This design comes from an exercise in tuning for small area on the open sky130 flow, not from production work. Only simulation tests tie the RTL to the original design; equivalence was not proved. No activity file was given, so power comes from the tool's default toggle rates.

==> design.v <==
`timescale 1ns/1ns
`default_nettype none
module alu (
	input logic [2:0] op,
	input logic [31:0] a,
	input logic [31:0] b,
	output logic [31:0] y
);
	localparam logic [2:0] ALU_ADD = 3'd0;
	localparam logic [2:0] ALU_SUB = 3'd1;
	localparam logic [2:0] ALU_AND = 3'd2;
	localparam logic [2:0] ALU_OR = 3'd3;
	localparam logic [2:0] ALU_SLT = 3'd4;
	logic lt;
	always_comb begin
		lt = $signed(a) < $signed(b);
	end
	always_comb begin
		case (op)
			ALU_ADD: begin
				y = a + b;
			end
			ALU_SUB: begin
				y = a - b;
			end
			ALU_AND: begin
				y = a & b;
			end
			ALU_OR: begin
				y = a | b;
			end
			ALU_SLT: begin
				y = {{31{1'b0}}, lt};
			end
			default: begin
				y = '0;
			end
		endcase
	end
endmodule
`default_nettype wire
`timescale 1ns/1ns
`default_nettype none
module hazard_unit (
	input logic [4:0] rs_d,
	input logic [4:0] rt_d,
	input logic branch_d,
	input logic [4:0] rs_e,
	input logic [4:0] rt_e,
	input logic [4:0] writereg_e,
	input logic regwrite_e,
	input logic [4:0] writereg_m,
	input logic regwrite_m,
	input logic [4:0] writereg_w,
	input logic regwrite_w,
	output logic fwd_a_d,
	output logic fwd_b_d,
	output logic [1:0] fwd_a_e,
	output logic [1:0] fwd_b_e,
	output logic stall_d,
	output logic flush_e
);
	localparam logic [1:0] FWD_NONE = 2'b00;
	localparam logic [1:0] FWD_FROM_W = 2'b01;
	localparam logic [1:0] FWD_FROM_M = 2'b10;
	logic hit_rs_m, hit_rt_m, hit_rs_w, hit_rt_w, hit_ers_m, hit_ert_m, hit_ers_w, hit_ert_w;
	logic dep_rs_e;
	logic dep_rt_e;
	always_comb begin
		fwd_a_d = (rs_d != '0) && regwrite_m && (rs_d == writereg_m);
		fwd_b_d = (rt_d != '0) && regwrite_m && (rt_d == writereg_m);
	end
	always_comb begin
		hit_ers_m = (rs_e != '0) && regwrite_m && (rs_e == writereg_m);
		hit_ers_w = (rs_e != '0) && regwrite_w && (rs_e == writereg_w);
		hit_ert_m = (rt_e != '0) && regwrite_m && (rt_e == writereg_m);
		hit_ert_w = (rt_e != '0) && regwrite_w && (rt_e == writereg_w);
		fwd_a_e = hit_ers_m ? FWD_FROM_M : (hit_ers_w ? FWD_FROM_W : FWD_NONE);
		fwd_b_e = hit_ert_m ? FWD_FROM_M : (hit_ert_w ? FWD_FROM_W : FWD_NONE);
	end
	always_comb begin
		dep_rs_e = (rs_d != '0) && regwrite_e && (rs_d == writereg_e);
		dep_rt_e = (rt_d != '0) && regwrite_e && (rt_d == writereg_e);
		stall_d = branch_d && (dep_rs_e || dep_rt_e);
		flush_e = stall_d;
	end
endmodule
`default_nettype wire
`timescale 1ns/1ns
`default_nettype none
module reg_file (
	input logic clk,
	input logic arst_n,
	input logic [4:0] ra1,
	input logic [4:0] ra2,
	input logic we,
	input logic [4:0] wa,
	input logic [31:0] wd,
	output logic [31:0] rd1,
	output logic [31:0] rd2
);
	logic [31:0] regs [0:31];
	always_ff @(posedge clk or negedge arst_n) begin
		if (!arst_n) begin
			for (int i = 0; i < 32; i++) begin
				regs[i] <= '0;
			end
		end else if (we && (wa != '0)) begin
			regs[wa] <= wd;
		end
	end
	always_comb begin
		if (ra1 == '0) begin
			rd1 = '0;
		end else if (we && (wa == ra1)) begin
			rd1 = wd;
		end else begin
			rd1 = regs[ra1];
		end
		if (ra2 == '0) begin
			rd2 = '0;
		end else if (we && (wa == ra2)) begin
			rd2 = wd;
		end else begin
			rd2 = regs[ra2];
		end
	end
endmodule
`default_nettype wire
`timescale 1ns/1ns
`default_nettype none
module instr_decode (
	input logic [31:0] instr,
	output logic [4:0] rs,
	output logic [4:0] rt,
	output logic [4:0] rd_dest,
	output logic [31:0] imm,
	output logic [2:0] alu_op,
	output logic alu_src_imm,
	output logic reg_write,
	output logic branch
);
	localparam logic [5:0] OP_RTYPE = 6'h00;
	localparam logic [5:0] OP_BEQ = 6'h04;
	localparam logic [5:0] OP_ADDI = 6'h08;
	localparam logic [2:0] ALU_ADD = 3'd0;
	localparam logic [2:0] ALU_SUB = 3'd1;
	localparam logic [2:0] ALU_AND = 3'd2;
	localparam logic [2:0] ALU_OR = 3'd3;
	localparam logic [2:0] ALU_SLT = 3'd4;
	localparam logic [5:0] FN_ADD = 6'h20;
	localparam logic [5:0] FN_SUB = 6'h22;
	localparam logic [5:0] FN_AND = 6'h24;
	localparam logic [5:0] FN_OR = 6'h25;
	localparam logic [5:0] FN_SLT = 6'h2a;
	logic [5:0] opcode;
	logic [5:0] funct;
	always_comb begin
		opcode = instr[31:26];
		funct = instr[5:0];
		rs = instr[25:21];
		rt = instr[20:16];
		imm = {{16{instr[15]}}, instr[15:0]};
	end
	always_comb begin
		rd_dest = instr[15:11];
		alu_op = ALU_ADD;
		alu_src_imm = 1'b0;
		reg_write = 1'b0;
		branch = 1'b0;
		case (opcode)
			OP_RTYPE: begin
				reg_write = 1'b1;
				case (funct)
					FN_ADD: alu_op = ALU_ADD;
					FN_SUB: alu_op = ALU_SUB;
					FN_AND: alu_op = ALU_AND;
					FN_OR: alu_op = ALU_OR;
					FN_SLT: alu_op = ALU_SLT;
					default: reg_write = 1'b0;
				endcase
			end
			OP_ADDI: begin
				rd_dest = instr[20:16];
				alu_src_imm = 1'b1;
				reg_write = 1'b1;
			end
			OP_BEQ: begin
				alu_op = ALU_SUB;
				branch = 1'b1;
			end
			default: begin
				reg_write = 1'b0;
			end
		endcase
	end
endmodule
`default_nettype wire
`timescale 1ns/1ns
`default_nettype none
module pipe_reg #(
	parameter int W = 1
) (
	input logic clk,
	input logic arst_n,
	input logic hold,
	input logic flush,
	input logic d_valid,
	input logic [W-1:0] d,
	output logic q_valid,
	output logic [W-1:0] q
);
	always_ff @(posedge clk or negedge arst_n) begin
		if (!arst_n) begin
			q_valid <= 1'b0;
		end else if (flush) begin
			q_valid <= 1'b0;
		end else if (!hold) begin
			q_valid <= d_valid;
		end
	end
	always_ff @(posedge clk) begin
		if (!hold) begin
			q <= d;
		end
	end
endmodule
`default_nettype wire
`timescale 1ns/1ns
`default_nettype none
module mips_pipe_top (
	input logic clk,
	input logic arst_n,
	input logic instr_req,
	input logic [31:0] instr,
	output logic instr_ack,
	output logic br_valid,
	output logic br_taken,
	output logic wb_valid,
	output logic [4:0] wb_reg,
	output logic [31:0] wb_data
);
	localparam logic [1:0] FWD_FROM_W = 2'b01;
	localparam logic [1:0] FWD_FROM_M = 2'b10;
	localparam int ID_EX_W = 32 + 32 + 32 + 5 + 5 + 5 + 3 + 1 + 1;
	localparam int EX_MEM_W = 32 + 5 + 1;
	logic [31:0] instr_f;
	logic valid_f;
	logic take_f;
	logic [4:0] rs_d, rt_d, dst_d;
	logic [31:0] imm_d, rd1_d, rd2_d, cmp_a_d, cmp_b_d;
	logic [2:0] alu_op_d;
	logic alu_src_imm_d, reg_write_d, is_beq_d, branch_d;
	logic fwd_a_d, fwd_b_d, stall_d, flush_e;
	logic [ID_EX_W-1:0] id_ex_d, id_ex_q;
	logic [EX_MEM_W-1:0] ex_mem_d, ex_mem_q;
	logic [EX_MEM_W-1:0] mem_wb_d, mem_wb_q;
	logic ex_valid, mem_valid, wb_stage_valid;
	logic regwrite_e, regwrite_m, regwrite_w;
	logic [1:0] fwd_a_e, fwd_b_e;
	logic [31:0] src_a_e, src_b_e, alu_b_e, alu_y_e;
	logic [31:0] a_e, b_e, imm_e;
	logic [4:0] rs_e, rt_e, dst_e;
	logic [2:0] alu_op_e;
	logic alu_src_imm_e, reg_write_e;
	logic [31:0] result_m, result_w;
	logic [4:0] dst_m, dst_w;
	logic reg_write_m, reg_write_w;
	assign take_f = instr_req && !instr_ack && !stall_d;
	always_ff @(posedge clk or negedge arst_n) begin
		if (!arst_n) begin
			instr_ack <= 1'b0;
			valid_f <= 1'b0;
		end else begin
			if (take_f) begin
				instr_ack <= 1'b1;
			end else if (!instr_req) begin
				instr_ack <= 1'b0;
			end
			if (take_f) begin
				valid_f <= 1'b1;
			end else if (!stall_d) begin
				valid_f <= 1'b0;
			end
		end
	end
	always_ff @(posedge clk) begin
		if (take_f) begin
			instr_f <= instr;
		end
	end
	instr_decode u_dec (
		.instr(instr_f), .rs(rs_d), .rt(rt_d), .rd_dest(dst_d), .imm(imm_d),
		.alu_op(alu_op_d), .alu_src_imm(alu_src_imm_d), .reg_write(reg_write_d),
		.branch(is_beq_d)
	);
	reg_file u_rf (
		.clk(clk), .arst_n(arst_n), .ra1(rs_d), .ra2(rt_d),
		.we(regwrite_w), .wa(dst_w), .wd(result_w),
		.rd1(rd1_d), .rd2(rd2_d)
	);
	assign {a_e, b_e, imm_e, rs_e, rt_e, dst_e, alu_op_e, alu_src_imm_e, reg_write_e} = id_ex_q;
	assign {result_m, dst_m, reg_write_m} = ex_mem_q;
	assign {result_w, dst_w, reg_write_w} = mem_wb_q;
	assign branch_d = valid_f && is_beq_d;
	assign regwrite_e = ex_valid && reg_write_e;
	assign regwrite_m = mem_valid && reg_write_m;
	assign regwrite_w = wb_stage_valid && reg_write_w;
	hazard_unit u_haz (
		.rs_d(rs_d), .rt_d(rt_d), .branch_d(branch_d),
		.rs_e(rs_e), .rt_e(rt_e),
		.writereg_e(dst_e), .regwrite_e(regwrite_e),
		.writereg_m(dst_m), .regwrite_m(regwrite_m),
		.writereg_w(dst_w), .regwrite_w(regwrite_w),
		.fwd_a_d(fwd_a_d), .fwd_b_d(fwd_b_d), .fwd_a_e(fwd_a_e), .fwd_b_e(fwd_b_e),
		.stall_d(stall_d), .flush_e(flush_e)
	);
	assign cmp_a_d = fwd_a_d ? result_m : rd1_d;
	assign cmp_b_d = fwd_b_d ? result_m : rd2_d;
	assign br_valid = branch_d && !stall_d;
	assign br_taken = (cmp_a_d == cmp_b_d);
	assign id_ex_d = {rd1_d, rd2_d, imm_d, rs_d, rt_d, dst_d, alu_op_d, alu_src_imm_d,
		reg_write_d};
	pipe_reg #(.W(ID_EX_W)) u_id_ex (
		.clk(clk), .arst_n(arst_n), .hold(1'b0), .flush(flush_e),
		.d_valid(valid_f), .d(id_ex_d), .q_valid(ex_valid), .q(id_ex_q)
	);
	always_comb begin
		case (fwd_a_e)
			FWD_FROM_M: src_a_e = result_m;
			FWD_FROM_W: src_a_e = result_w;
			default: src_a_e = a_e;
		endcase
		case (fwd_b_e)
			FWD_FROM_M: src_b_e = result_m;
			FWD_FROM_W: src_b_e = result_w;
			default: src_b_e = b_e;
		endcase
		alu_b_e = alu_src_imm_e ? imm_e : src_b_e;
	end
	alu u_alu (.op(alu_op_e), .a(src_a_e), .b(alu_b_e), .y(alu_y_e));
	assign ex_mem_d = {alu_y_e, dst_e, reg_write_e};
	pipe_reg #(.W(EX_MEM_W)) u_ex_mem (
		.clk(clk), .arst_n(arst_n), .hold(1'b0), .flush(1'b0),
		.d_valid(ex_valid), .d(ex_mem_d), .q_valid(mem_valid), .q(ex_mem_q)
	);
	assign mem_wb_d = {result_m, dst_m, reg_write_m};
	pipe_reg #(.W(EX_MEM_W)) u_mem_wb (
		.clk(clk), .arst_n(arst_n), .hold(1'b0), .flush(1'b0),
		.d_valid(mem_valid), .d(mem_wb_d), .q_valid(wb_stage_valid), .q(mem_wb_q)
	);
	assign wb_valid = regwrite_w && (dst_w != '0);
	assign wb_reg = dst_w;
	assign wb_data = result_w;
endmodule
`default_nettype wire
==> run.sh <==
#!/bin/bash
# synth_recipe.tcl (not shown) runs the flow's synth.tcl, then flattens the netlist and writes it again
# the make line also repeats each setting of config.mk as NAME=value (left out here)
make -C /OpenROAD-flow-scripts/flow DESIGN_CONFIG=/design/flow/config.mk WORK_HOME=/design/flow/orfs CLKGATE_MAP_FILE= SYNTH_SCRIPT=/design/flow/synth_recipe.tcl finish
==> config.mk <==
export PLATFORM = sky130hd
export DESIGN_NAME = mips_pipe_top
export DESIGN_NICKNAME = mips_pipe_top
export VERILOG_FILES = /design/flow/design.v
export SDC_FILE = /design/flow/constraint.sdc
export NUM_CORES = 4
export LEC_CHECK = 0
export CAP_MARGIN = 20
export CORE_MARGIN = 2
export CORE_UTILIZATION = 40
export SETUP_SLACK_MARGIN = 0.3
export SLEW_MARGIN = 20
==> constraint.sdc <==
create_clock -name core_clock -period 10.0 [get_ports {clk}]
set_input_delay 2.0000 -clock core_clock [delete_from_list [all_inputs] [get_ports {clk}]]
set_output_delay 2.0000 -clock core_clock [all_outputs]
set_load 0.01 [all_outputs]
==> run summary <==
r2r setup slk=3.18 ns; crit start category=flip-flop; top post-synthesis cells by area=dfrtp_1, mux2_2, dfxtp_1, a22oi_1, and3_1; GRT Residual Overflow=0; Nets=6,212; H-tree levels=4; Core ar.=163,000 um2; sequential fraction of the synthesis area=45.0%; Yosys top cell by area=dfrtp_1; worst clock skew=0.0359 ns; post-route insts no fill=8,372; GRT Total Usage=38.9%; CP Class=reg2out; die span in x=408 um; clock buffer depth=3; Pre-antenna DRT Iters=9; MaxCap Viol Count=0; share of cells above drive strength 1=27.3%; via/cell ratio=7.22; count of yosys warnings during synthesis=8; Leak=34.1 nW; Total Neg Setup Slack=0 ns; Routability Congestion=1.04; Layout area overhead=13.5%; RSZ-0062 raised after global routing=false; number of failing hold endpoints at the final stage=0; Initial Util=40.2%; max_slew headroom=9.41%; Worst-path clk slew=0.06 ns; worst skew pair latency=0.85 ns; # hold bufs at CTS=0; Highest Clock Rate=103 MHz; Chip Height=408 um; HPWL Detailed=212,000 um; critical path required time=8.00 ns; PostCTS Resize Cnt=0; area of placed instances=69,400 um2; clock root cell=clkbuf_16; Cell Rows=148; Finish-stage setup viols=0; Worst VDD drop=0.191 mV; vias in the first global route=56,900; Post-CTS Setup Inserts=0; Worst EP arrival=7.67 ns; Synth top area share=38.2%; R2R Path Start=u_mem_wb.q[4]; post-synth net total=6,324; post-synthesis cell type count=85; Synth Register Bits=1,205; most instantiated cells after synthesis=dfrtp_1, mux2_2, a22oi_1, clkbuf_1, and3_1; Worst Setup SP=instr_f[22]; DRT iter0 DRCs=11,400; # port buffers=75; post-route ant nets=0; TritonCTS Buffers=136; DRT Wirelength=334,000 um; final non-filler cell area=74,200 um2; outcome=timing/DRC/antenna clean; placed insts=8,109; via count=60,500; die area=167,000 um2; # IOs=76; number of synthesized flops with an enable pin=32; Main synth FF type=dfrtp_1; largest net degree at the start of global routing=173; crit path capture type=primary output; initial antenna violation count=24; Final period util=96.7%; Max FO, Critical Path=20; class of the tightest hold or removal check=reg2reg; CTS Sinks=1,205; drt drc=0; Mapped Avg Cell Area=10.6 um2; worst hold start=instr_f[7]; fin crit period=9.67 ns; PwrDens=148 nW/um2; Post-Syn Area=65,400 um2; Slew @ Worst Pin=1.35 ns; DR WL/cell=39.9 um; wire length of the first global-routing pass=459,000 um; Max Slew Vio Count=0; async set-reset flop share out of synthesis=82.7%; CTS tree=built; leading cell type by number of instances after synthesis=dfrtp_1; Cells after Synth=6,187
-- cell usage in the layout (no fill, tap or decap), types with 31 or more instances in the layout --
cell type        synthesis  routed
nor3_1                  48      43
a22oi_1                454     454
o21ai_0                176     174
nand2_1                167     163
mux2i_1                 75      75
mux2_2                 991     991
nor2_2                   6      31
a2111oi_0               99      99
nand3_1                282     280
buf_4                    7     252
nand4_1                161     161
a21o_1                  32      32
nor2_4                   0      54
edfxtp_1                32      32
a21oi_1                103     101
inv_1                  165     165
and4_1                  42      42
a22o_1                  58      58
nor2_1                 256     177
dfxtp_1                176     175
clkbuf_16                0     138
dfrtp_1                997     997
o211ai_1                39      39
ha_1                   100     100
o22ai_1                 35      35
xnor2_1                 34      34
a221oi_1                69      69
and3_1                 409     407
clkdlybuf4s50_1          0      74
a211oi_1                56      56
-- per-stage QoR --
step	util [%]	power [mW]	hold WS, ns	worst slack (ns)
4_1_cts	45.6	11.0	0.357	0.720
3_5_place_dp	42.7	5.70	0.337	1.61
3_3_place_gp	42.7	5.69	0.336	1.61
5_1_grt	45.6	11.2	0.357	0.513
2_1_floorplan	-	5.32	0.323	4.59
6_report	45.6	11.0	0.350	0.326
-- logic make-up (layout without fill, tap and decap cells) --
logic type,after synthesis,count (layout),share of synthesized area (%)
buffers and inverters,763,760,4.64
and+or+nand+nor,1615,1615,13.7
muxes,1066,1066,18.2
AOI/OAI and AO/OA,1376,1376,15.7
xor gates and xnor gates,60,60,0.804
other,0,13,0
adders and majority gates,102,102,1.97
DFF,1205,1205,45.0
-- power by group --
part           switching [mW]  internal (mW)  total, mW  leakage, nW
Sequential             0.0527           4.92       4.97         15.7
Clock                    2.25           3.08       5.33         2.29
Combinational           0.517          0.156      0.674         16.1
Total                    2.82           8.16       11.0         34.1
-- state kept, by name (all words and copies together), names as in the netlist --
name,cells
u_id_ex.q_valid,1
u_mem_wb.q,38
instr_f,32
u_rf.regs,992
u_mem_wb.q_valid,1
u_id_ex.q,100
valid_f,1
u_ex_mem.q,38
u_ex_mem.q_valid,1
instr_ack,1
-- per-layer routing --
metal | global-route usage [%] | vias to the layer above | share of wire, %
li1 | - | 23200 | -
met2 | 54.2 | 5429 | 40
met5 | 0 | - | 0.033
met4 | 29.0 | 16 | 9.5
met3 | 16.2 | 1763 | 14
met1 | 47.6 | 30100 | 36
-- final timing paths --
path | endpoint | cells after the start
setup / recovery | br_taken | 13
hold / removal | u_id_ex.q[27] | 0
setup reg to reg | u_ex_mem.q[37] | 18
hold reg to reg | u_id_ex.q[27] | 0
max in group asynchronous | u_rf.regs[18][13] | 3
min in group asynchronous | u_rf.regs[21][17] | 1
-- critical path: stages (launching register included) --
cell	delay [ns]
edfxtp_1	1.20
or3b_1	0.57
nor2_4	0.92
buf_4	0.47
a32oi_1	0.08
and3_1	0.21
and4_1	0.34
or2_1	0.33
o221a_2	0.29
o21ai_0	0.57
nand4_1	0.21
nor4_1	0.68
and4_1	0.37
clkdlybuf4s50_1	0.57
-- cell type report --
cell class / count / area (um2)
clock inverters: 60 / 795
diodes: 13 / 32.5
fillers: 15200 / 88400
clock buffers: 187 / 3880
multi-input cells: 4219 / 33600
repair buffers: 348 / 3080
well taps: 2175 / 2720
inverters: 165 / 619
flip-flops and latches: 1205 / 29400

==> afterwards: timing with drivers on the ports <==
Ports are ideal in the flow. The routed layout listed here was re-timed in OpenROAD.
Step 1 assumes that a clkbuf_16 drives the clock port and a buf_2 every other input.
Step 2 times the ports against the registers' clock, not the clock port: input delays grow and output delays shrink by t, the midpoint of the rising clock arrivals with the driver on.
a / b / c = ideal / step 1 / step 2; a / b = the first two.
t (ns): 0.920
setup WS [ns]: 0.326 / 0.238 / 1.158
latest minus earliest clock arrival (ns): 0.037 / 0.037
worst register clock-pin slew, ns: 0.07 / 0.07
worst slew at a driven data input, ns: 0.07
After both steps this run still meets setup and hold. For this run, drivers alone change the setup slack by -0.088 ns; drivers and shift together by +0.832 ns.
